Context: an optimization exercise on an open-source flow, tuned for small area, a short achievable clock period and few clock cycles per item. The choices shown serve that exercise and are no tape-out recipe.
Function not checked in this run: the RTL went through the layout flow alone.
Power and IR drop assume default switching activity.

`design.v`:
```
module sort_pipe #(
  parameter int DATA_W   = 8,
  parameter int LOG_SIZE = 4,
  parameter int SIZE     = 2**LOG_SIZE,
  parameter int SIGNED   = 0
) (
  input  logic                       clk,
  input  logic                       rst,
  input  logic                       i_valid,
  output logic                       o_ready,
  input  logic                       i_desc,
  input  logic [DATA_W*SIZE-1:0]     i_din,
  output logic                       o_valid,
  input  logic                       i_ready,
  output logic                       o_desc,
  output logic [DATA_W*SIZE-1:0]     o_dout,
  output logic [LOG_SIZE*SIZE-1:0]   o_idx
);
  localparam int KW = DATA_W*SIZE;
  localparam int IW = LOG_SIZE*SIZE;
  localparam int NP = SIZE*(SIZE-1)/2;
  function automatic int pidx(input int i, input int j);
    pidx = i*SIZE - i*(i+1)/2 + (j - i - 1);
  endfunction
  function automatic logic key_le(input logic [DATA_W-1:0] a, input logic [DATA_W-1:0] b);
    logic [DATA_W-1:0] g, p;
    for (int i = 0; i < DATA_W; i++) begin
      g[i] = ~a[i] & b[i];
      p[i] = ~a[i] | b[i];
    end
    for (int s = 1; s < DATA_W; s = s * 2) begin
      for (int i = 0; i + s < DATA_W; i = i + 2 * s) begin
        g[i] = g[i + s] | (p[i + s] & g[i]);
        p[i] = p[i + s] & p[i];
      end
    end
    key_le = g[0] | p[0];
  endfunction
  logic              w_ce;
  logic              r1_vld, r1_desc, r2_vld, r2_desc;
  assign w_ce    = ~r2_vld | i_ready;
  assign o_ready = w_ce;
  logic [KW-1:0]     r1_key;
  logic [NP-1:0]     r1_c;         
  logic [NP-1:0]     w_c;
  logic [DATA_W-1:0] w_kx [SIZE];
  for (genvar i = 0; i < SIZE; i++) begin : g_kx
    logic [DATA_W-1:0] k;
    assign k = i_din[i*DATA_W +: DATA_W];
    assign w_kx[i] = (SIGNED != 0) ? {~k[DATA_W-1] ^ i_desc, k[DATA_W-2:0] ^ {(DATA_W-1){i_desc}}}
                                   : k ^ {DATA_W{i_desc}};
  end
  for (genvar i = 0; i < SIZE; i++) begin : g_ci
    for (genvar j = i + 1; j < SIZE; j++) begin : g_cj
      assign w_c[pidx(i, j)] = key_le(w_kx[i], w_kx[j]);
    end
  end
  logic [KW-1:0]     r2_key;
  logic [IW-1:0]     r2_rank;
  logic [IW-1:0]     w_rank;
  for (genvar j = 0; j < SIZE; j++) begin : g_rank
    logic [SIZE-2:0] pre;
    for (genvar i = 0; i < SIZE; i++) begin : g_pre
      if (i < j) begin : g_lo
        assign pre[i] = r1_c[pidx(i, j)];
      end else if (i > j) begin : g_hi
        assign pre[i-1] = ~r1_c[pidx(j, i)];
      end
    end
    assign w_rank[j*LOG_SIZE +: LOG_SIZE] = popcount(pre);
  end
  function automatic logic [1:0] fadd(input logic a, input logic b, input logic c);
    fadd = {(a & b) | (a & c) | (b & c), a ^ b ^ c};
  endfunction
  function automatic logic [LOG_SIZE-1:0] popcount(input logic [SIZE-2:0] v);
    if (SIZE == 16) begin
      logic [1:0] f [5];
      logic [1:0] s2, s3, a, d, e, h;
      for (int i = 0; i < 5; i++) f[i] = fadd(v[3*i], v[3*i+1], v[3*i+2]);
      s2 = fadd(f[0][0], f[1][0], f[2][0]);            
      s3 = fadd(f[3][0], f[4][0], s2[0]);
      a  = fadd(f[0][1], f[1][1], f[2][1]);            
      d  = fadd(f[3][1], f[4][1], s2[1]);
      e  = fadd(a[0], d[0], s3[1]);
      h  = fadd(a[1], d[1], e[1]);                     
      popcount = LOG_SIZE'({h, e[0], s3[0]});
    end else begin
      popcount = '0;
      for (int i = 0; i < SIZE - 1; i++) popcount = popcount + LOG_SIZE'(v[i]);
    end
  endfunction
  for (genvar r = 0; r < SIZE; r++) begin : g_out
    logic [DATA_W-1:0]   k;
    logic [LOG_SIZE-1:0] x;
    always_comb begin
      k = '0;
      x = '0;
      for (int j = 0; j < SIZE; j++) begin
        if (r2_rank[j*LOG_SIZE +: LOG_SIZE] == LOG_SIZE'(r)) begin
          k = k | r2_key[j*DATA_W +: DATA_W];
          x = x | LOG_SIZE'(j);
        end
      end
    end
    assign o_dout[r*DATA_W +: DATA_W]   = k;
    assign o_idx[r*LOG_SIZE +: LOG_SIZE] = x;
  end
  always_ff @(posedge clk) begin
    if (rst) begin
      r1_vld <= 1'b0;
      r2_vld <= 1'b0;
    end else if (w_ce) begin
      r1_vld <= i_valid;
      r2_vld <= r1_vld;
    end
  end
  always_ff @(posedge clk) begin
    if (w_ce) begin
      r1_desc <= i_desc;
      r1_key  <= i_din;
      r1_c    <= w_c;
      r2_desc <= r1_desc;
      r2_key  <= r1_key;
      r2_rank <= w_rank;
    end
  end
  assign o_valid = r2_vld;
  assign o_desc  = r2_desc;
endmodule
```
`run.sh`:
```
#!/bin/bash
# synth_recipe.tcl (not shown) runs the flow's synth.tcl, then flattens the netlist and writes it again
# the make line also repeats each setting of config.mk as NAME=value (left out here)
make -C /OpenROAD-flow-scripts/flow DESIGN_CONFIG=/design/flow/config.mk WORK_HOME=/design/flow/orfs CLKGATE_MAP_FILE= SYNTH_SCRIPT=/design/flow/synth_recipe.tcl finish
```
`config.mk`:
```
export PLATFORM = sky130hd
export DESIGN_NAME = sort_pipe
export DESIGN_NICKNAME = sort_pipe
export VERILOG_FILES = /design/flow/design.v
export SDC_FILE = /design/flow/constraint.sdc
export NUM_CORES = 4
export LEC_CHECK = 0
export ABC_AREA = 1
export CAP_MARGIN = 20
export CORE_MARGIN = 2
export CORE_UTILIZATION = 40
export PLACE_DENSITY = 0.6
export SETUP_SLACK_MARGIN = 1.5
export SLEW_MARGIN = 20
```
`constraint.sdc`:
```
create_clock -name core_clock -period 4.5 [get_ports {clk}]
set_input_delay 0.9000 -clock core_clock [delete_from_list [all_inputs] [get_ports {clk}]]
set_output_delay 0.9000 -clock core_clock [all_outputs]
set_load 0.01 [all_outputs]
```
==> impl_metrics.toml <==
[status]
outcome = "did not finish"
stop_stage = "global routing (5_1_grt)"
tool.error = "[ERROR GRT-0232] Routing congestion too high. Check the congestion heatmap in the GUI."

[place]
port_buffers = 327
gp_congestion = 1.22
hpwl_mm = 300
dpl-instance-area_um2 = 60800

[clock_network]
clockBufferDepth = 3
clock_sinks = 444
postCtsHoldBufs = 0
h-tree-depth = 2
cts_buffers = 45
cts_root_buffer = "clkbuf_16"

[logic_synthesis]
netlist_instances = 9103
yosysMostFrequentCell = "nand2_1"
syn_area_per_cell_um2 = 5.81
synth_top_cell_area_share_pct = 33.1
yosysTopAreaCell = "nand2_1"
ys_top_cells_by_area = "nand2_1 (33%), edfxtp_1 (25%), nor2_1 (8.0%), fa_1 (6.7%), nand3_1 (5.3%)"
syn_nets = 9412
synth_edf_count = 442
ys_seq_elements = 444
ys.flop_type = "edfxtp_1"
netlist_area_um2 = 52900
yosys_warnings = 18
synthDistinctLibCells = 34
netlist_top_cells_count = "nand2_1 (4,666), nor2_1 (1,132), inv_1 (679)"
ys_async_sr_fraction_pct = 0
ys_seq_area_share_pct = 25.2

[grt]
grt_max_degree = 167
grt_use_total_pct = 69.1
overflow = 6

[floorplan]
die_h_um = 368
rows = 133
die_w_um = 368
start_util_pct = 40.3
ios = 328
through the flow:
step / instances / power (mW) / utilization (%) / setup WS, ps
after detailed placement: 11300 / 37.9 / 46.3 / 827
after global placement: 11300 / 37.4 / 46.2 / 872
after floorplan: 9103 / 20.4 / - / -3580
after CTS: 11900 / 47.9 / 54.6 / 1040
how the worst min path moves through the flow:
stage | cells after the start | to
CTS | 0 | r2_key[16]
floorplan | 0 | r2_desc
global placement | 0 | r2_key[116]
detailed placement | 0 | r2_key[111]
repair_timing:
action | 4_1_cts
cloned | 19
setup endpoints to repair | 227
buffers inserted | 522
pin swaps | 359
gates resized for setup | 1988
cells by family after synthesis:
group           after synthesis  synth area share, %
compound gates              296                 3.06
simple gates               6871                 52.4
xor+xnor                    124                 3.45
buf+inv                    1192                 9.32
flops                       444                 25.2
fa+ha+maj                   176                 6.66
power groups by stage:
| stage | registers (mW) | clock network [mW] | logic, mW |
|---|---|---|---|
| 2_1_floorplan | 6.69 | 0 | 13.7 |
| 3_3_place_gp | 7.58 | 0 | 29.8 |
| 3_5_place_dp | 7.59 | 0 | 30.3 |
| 4_1_cts | 7.29 | 4.28 | 36.3 |
metal layers:
| layer | track usage, % | GRT overflow |
|---|---|---|
| met5 | 16.7 | 0 |
| met4 | 70.1 | 1 |
| met3 | 49.5 | 2 |
| met2 | 87.5 | 3 |
| met1 | 70.3 | 0 |
